What follows belongs to an exercise in optimizing a design on an open flow for small area, a short achievable clock period and few clock cycles per item; a production flow would make more cautious choices.
In this exercise RTL edits were held to simulation tests only and were not proved equivalent to the original.
Power figures rest on the tool's default switching activity, not on a simulated workload.

== epsilon ==
Design conv_top, start of the top module:
module conv_top (
	input  logic        clk,
	input  logic        rst_n,
	input  logic        wb_cyc_i,
	input  logic        wb_stb_i,
	input  logic        wb_we_i,
	input  logic [5:0]  wb_adr_i,
	input  logic [31:0] wb_dat_i,
	output logic [31:0] wb_dat_o,
	output logic        wb_ack_o
);
==> flow/config.mk <==
export PLATFORM = sky130hd
export DESIGN_NAME = conv_top
export DESIGN_NICKNAME = conv_top
export VERILOG_FILES = /design/flow/design.v
export SDC_FILE = /design/flow/constraint.sdc
export NUM_CORES = 8
export LEC_CHECK = 0
export CAP_MARGIN = 20
export CORE_MARGIN = 2
export CORE_UTILIZATION = 65
export CTS_BUF_LIST = sky130_fd_sc_hd__clkbuf_8
export CTS_CLUSTER_DIAMETER = 50
export CTS_CLUSTER_SIZE = 18
export SETUP_SLACK_MARGIN = 5
export SLEW_MARGIN = 20
==> flow/constraint.sdc <==
create_clock -name core_clock -period 11.0 [get_ports {clk}]
set_input_delay 2.2000 -clock core_clock [delete_from_list [all_inputs] [get_ports {clk}]]
set_output_delay 2.2000 -clock core_clock [all_outputs]
set_load 0.01 [all_outputs]
standard.sh (not shown) runs the stock make flow with config.mk's settings and CLKGATE_MAP_FILE= SYNTH_SCRIPT=/design/flow/synth_recipe.tcl, a recipe that flattens the netlist after the stock synthesis.
==> flow/flow/run.sh <==
#!/bin/bash
# The standard layout (standard.sh) with two changes:
#  - after the standard synthesis, flow/fa_polarity.py re-polarises the full adders
#    of the synthesized netlist to drop the inverters between them (same function,
#    same registers, same cells otherwise);
#  - the port buffers that ORFS puts on every input and output are BUF cells of
#    drive 4 instead of ORFS's default pick.
# MARGIN is ORFS's SETUP_SLACK_MARGIN (how far below the clock period the setup
# repair aims); the clock period and constraints are the standard flow's.
set -euo pipefail
MARGIN=5.5
PORTBUF=sky130_fd_sc_hd__buf_4
sed -e "s/SETUP_SLACK_MARGIN=[0-9.]*/SETUP_SLACK_MARGIN=$MARGIN/" \
    -e "s/ \"\${@:-finish}\"/ BUFFER_PORTS_ARGS=\"-buffer_cell $PORTBUF\" \"\${@:-finish}\"/" \
    standard.sh > standard_mod.sh
grep -q "SETUP_SLACK_MARGIN=$MARGIN" standard_mod.sh
grep -q "BUFFER_PORTS_ARGS" standard_mod.sh
R=$(pwd)/orfs/results/sky130hd/conv_top/base
bash standard_mod.sh synth > synth.log 2>&1
cp "$R/1_2_yosys.v" yosys_standard.v
python3 flow/fa_polarity.py yosys_standard.v "$R/1_2_yosys.v" > fa_polarity.log 2>&1
touch "$R/1_2_yosys.v"
bash standard_mod.sh do-1_synth > synth_odb.log 2>&1
bash standard_mod.sh > layout.log 2>&1
Other scripts of this flow, unchanged in this note and not shown: flow/flow/fa_polarity.py
The final layout from epsilon, which completed every stage, passed the timing, DRC and antenna checks at the end of the flow.
Testbench counts of epsilon, summed over its fixed seeds: cycles 11,761, jobs 512.
Relative to epsilon, the following input files were edited for beta:
-- flow/flow/run.sh --
<<< epsilon, line 9
# repair aims); the clock period and constraints are the standard flow's.
set -euo pipefail
MARGIN=5.5
PORTBUF=sky130_fd_sc_hd__buf_4
sed -e "s/SETUP_SLACK_MARGIN=[0-9.]*/SETUP_SLACK_MARGIN=$MARGIN/" \
>>> beta, line 9
# repair aims); the clock period and constraints are the standard flow's.
set -euo pipefail
MARGIN=5.75
PORTBUF=sky130_fd_sc_hd__buf_4
sed -e "s/SETUP_SLACK_MARGIN=[0-9.]*/SETUP_SLACK_MARGIN=$MARGIN/" \
- The run showing the smaller routing usage on met1 is epsilon.
- Taking epsilon as the reference point, the post-detailed-route wirelength per cell of beta rises by about 0.7%.
- In beta, the post-cts sizing count came out 150% above the value in epsilon.


the reference run:
Another version of the RTL of conv_top (not shown whole).
Size: ~6,600 cells after synthesis, roughly 76 I/O pins, ~0.063 mm2 of cells after synthesis.
==> flow/config.mk <==
export PLATFORM = sky130hd
export DESIGN_NAME = conv_top
export DESIGN_NICKNAME = conv_top
export VERILOG_FILES = /design/flow/design.v
export SDC_FILE = /design/flow/constraint.sdc
export NUM_CORES = 8
export LEC_CHECK = 0
export ABC_AREA = 1
export CAP_MARGIN = 20
export CORE_MARGIN = 2
export CORE_UTILIZATION = 65
export CTS_BUF_LIST = sky130_fd_sc_hd__clkbuf_8
export CTS_CLUSTER_DIAMETER = 50
export CTS_CLUSTER_SIZE = 18
export SETUP_SLACK_MARGIN = 5
export SLEW_MARGIN = 20
==> flow/constraint.sdc <==
create_clock -name core_clock -period 11.0 [get_ports {clk}]
set_input_delay 2.2000 -clock core_clock [delete_from_list [all_inputs] [get_ports {clk}]]
set_output_delay 2.2000 -clock core_clock [all_outputs]
set_load 0.01 [all_outputs]
==> flow/flow/run.sh <==
#!/bin/bash
# The standard layout (standard.sh) with two changes:
#  - after the standard synthesis, flow/fa_polarity.py re-polarises the full adders
#    of the synthesized netlist to drop the inverters between them (same function,
#    same registers, same cells otherwise);
#  - the port buffers that ORFS puts on every input and output are BUF cells of
#    drive 4 instead of ORFS's default pick.
# MARGIN is ORFS's SETUP_SLACK_MARGIN (how far below the clock period the setup
# repair aims); the clock period and constraints are the standard flow's.
set -euo pipefail
MARGIN=5.5
PORTBUF=sky130_fd_sc_hd__buf_4
sed -e "s/SETUP_SLACK_MARGIN=[0-9.]*/SETUP_SLACK_MARGIN=$MARGIN/" \
    -e "s/ \"\${@:-finish}\"/ BUFFER_PORTS_ARGS=\"-buffer_cell $PORTBUF\" \"\${@:-finish}\"/" \
    standard.sh > standard_mod.sh
grep -q "SETUP_SLACK_MARGIN=$MARGIN" standard_mod.sh
grep -q "BUFFER_PORTS_ARGS" standard_mod.sh
R=$(pwd)/orfs/results/sky130hd/conv_top/base
bash standard_mod.sh synth > synth.log 2>&1
cp "$R/1_2_yosys.v" yosys_standard.v
python3 flow/fa_polarity.py yosys_standard.v "$R/1_2_yosys.v" > fa_polarity.log 2>&1
touch "$R/1_2_yosys.v"
bash standard_mod.sh do-1_synth > synth_odb.log 2>&1
bash standard_mod.sh > layout.log 2>&1
Other scripts of this flow, unchanged in this note and not shown: flow/flow/fa_polarity.py
The reference run ran to completion and came out clean on the timing, DRC and antenna checks.
Testbench counts of the reference run, summed over its fixed seeds: cycles 11,761, jobs 512.
What the trial run does differently from the reference run at the input level:
--- a/flow/flow/run.sh
+++ b/flow/flow/run.sh
@@ -9,5 +9,5 @@
 # repair aims); the clock period and constraints are the standard flow's.
 set -euo pipefail
-MARGIN=5.5
+MARGIN=5
 PORTBUF=sky130_fd_sc_hd__buf_4
 sed -e "s/SETUP_SLACK_MARGIN=[0-9.]*/SETUP_SLACK_MARGIN=$MARGIN/" \
--- a/flow/config.mk
+++ b/flow/config.mk
@@ -6,5 +6,4 @@
 export NUM_CORES = 8
 export LEC_CHECK = 0
-export ABC_AREA = 1
 export CAP_MARGIN = 20
 export CORE_MARGIN = 2
Findings:
The trial run completed; timing, DRC and antenna clean. Looking at the reports, the reference run completed the entire flow and the layout it produced met the timing, DRC and antenna checks. The lower post-route fraction of the period consumed by the critical path came out of the reference run. Diff the reference run -> the trial run: final worst-path setup slack lost 0.44 ns, smallest hold slack held.


conv_top, a different RTL version from the one above (not shown whole).
For scale: ~76 I/O pins, ~59,000 um2 of cells after synthesis.
==> flow/config.mk <==
export PLATFORM = sky130hd
export DESIGN_NAME = conv_top
export DESIGN_NICKNAME = conv_top
export VERILOG_FILES = /design/flow/design.v
export SDC_FILE = /design/flow/constraint.sdc
export NUM_CORES = 8
export LEC_CHECK = 0
export CAP_MARGIN = 20
export CORE_MARGIN = 2
export CORE_UTILIZATION = 65
export CTS_BUF_LIST = sky130_fd_sc_hd__clkbuf_4
export CTS_CLUSTER_DIAMETER = 40
export CTS_CLUSTER_SIZE = 10
export SETUP_SLACK_MARGIN = 5
export SLEW_MARGIN = 20
==> flow/constraint.sdc <==
create_clock -name core_clock -period 11.0 [get_ports {clk}]
set_input_delay 2.2000 -clock core_clock [delete_from_list [all_inputs] [get_ports {clk}]]
set_output_delay 2.2000 -clock core_clock [all_outputs]
set_load 0.01 [all_outputs]
==> flow/flow/run.sh <==
#!/bin/bash
# The standard layout (standard.sh) with two changes:
#  - after the standard synthesis, flow/fa_polarity.py re-polarises the full adders
#    of the synthesized netlist to drop the inverters between them (same function,
#    same registers, same cells otherwise);
#  - the port buffers that ORFS puts on every input and output are BUF cells of
#    drive 4 instead of ORFS's default pick.
# MARGIN is ORFS's SETUP_SLACK_MARGIN (how far below the clock period the setup
# repair aims); the clock period and constraints are the standard flow's.
set -euo pipefail
MARGIN=5
PORTBUF=sky130_fd_sc_hd__buf_4
sed -e "s/SETUP_SLACK_MARGIN=[0-9.]*/SETUP_SLACK_MARGIN=$MARGIN/" \
    -e "s/ \"\${@:-finish}\"/ BUFFER_PORTS_ARGS=\"-buffer_cell $PORTBUF\" \"\${@:-finish}\"/" \
    standard.sh > standard_mod.sh
grep -q "SETUP_SLACK_MARGIN=$MARGIN" standard_mod.sh
grep -q "BUFFER_PORTS_ARGS" standard_mod.sh
R=$(pwd)/orfs/results/sky130hd/conv_top/base
bash standard_mod.sh synth > synth.log 2>&1
cp "$R/1_2_yosys.v" yosys_standard.v
python3 flow/fa_polarity.py yosys_standard.v "$R/1_2_yosys.v" > fa_polarity.log 2>&1
touch "$R/1_2_yosys.v"
bash standard_mod.sh do-1_synth > synth_odb.log 2>&1
bash standard_mod.sh > layout.log 2>&1
Other scripts of this flow, unchanged in this note and not shown: flow/flow/fa_polarity.py
The starting point passed the timing, DRC and antenna checks.
Testbench counts at the start, summed over its fixed seeds: cycles 11,761, jobs 512.
Change:
Settings changed: CTS_BUF_LIST sky130_fd_sc_hd__clkbuf_4 to sky130_fd_sc_hd__clkbuf_8, CTS_CLUSTER_DIAMETER 40 to 50, CTS_CLUSTER_SIZE 10 to 18.
After rerunning:
- global-route usage came out lower by 0.10 points
- maximum frequency came out higher by 1.1%
- non-clock buffer count came out lower by 1
- worst setup slack improved by 67 ps
- utilization came out higher by 0.58 points
- register-to-register slack got worse by 50 ps
- routed wire length came out lower by 0.40%
- sequential share of layout area came out lower by 0.33 points
Change:
Settings changed: CORE_UTILIZATION 65 to 75.
Result: Sequential cell count stays the same. Sequential power hardly moves. First-iteration DRC count went up by 11%.
Change:
--- a/flow/flow/run.sh
+++ b/flow/flow/run.sh
@@ -9,5 +9,5 @@
 # repair aims); the clock period and constraints are the standard flow's.
 set -euo pipefail
-MARGIN=5
+MARGIN=6
 PORTBUF=sky130_fd_sc_hd__buf_4
 sed -e "s/SETUP_SLACK_MARGIN=[0-9.]*/SETUP_SLACK_MARGIN=$MARGIN/" \
Settings changed: CORE_UTILIZATION 75 to 65.
Outcome: Routed wire length goes up by roughly a tenth. Global-route usage shrinks by 3.1 points. Final cell count is higher by a few percent. Non-clock buffer count is higher by 201. Clock-buffer cell count rose by 8. Register-to-register slack gets better by 350 ps. Worst setup slack improved by 190 ps. Area after synthesis does not change. Sequential share of layout area fell by 3.0 points. Cell area goes up by a little under a tenth.

re-timing with driven ports:
How much do the figures lean on ideal ports? The routed layouts below were timed once more, with nothing changed but the port constraints.
Step 1: set_driving_cell puts a clkbuf_16 on clk and a buf_2 on each other input, an assumption about the parent block.
Step 2 also shifts input and output timing later by t, the mid clock arrival at the registers, as if the neighbouring blocks saw the same clock.
Slacks: ideal / step 1 / step 2; pairs: ideal / step 1.
run | shift t [ns] | setup WS [ns] | worst setup path at the end | latest minus earliest clock arrival (ns)
epsilon | 0.843 | 5.475 / 5.332 / 5.332 | input to output | 0.050 / 0.051
beta | 0.880 | 5.473 / 5.295 / 5.295 | input to output | 0.078 / 0.078
the reference run | 0.902 | 5.509 / 5.468 / 4.912 | input to register | 0.086 / 0.085
the trial run | 0.873 | 5.066 / 5.005 / 5.005 | input to output | 0.084 / 0.085
the first run of note 3 | 1.212 | 4.991 / 4.924 / 4.924 | input to output | 0.092 / 0.092
the second run of note 3 | 0.908 | 5.058 / 4.932 / 4.932 | input to output | 0.090 / 0.089
the third run of note 3 | 0.857 | 5.008 / 4.968 / 4.968 | input to output | 0.093 / 0.093
the fourth run of note 3 | 0.901 | 5.199 / 5.105 / 5.105 | input to output | 0.081 / 0.082
After both steps every run listed still meets setup and hold. The setup slack of the reference run, which loses most, moves by -0.041 ns with the drivers and by -0.597 ns with both steps.
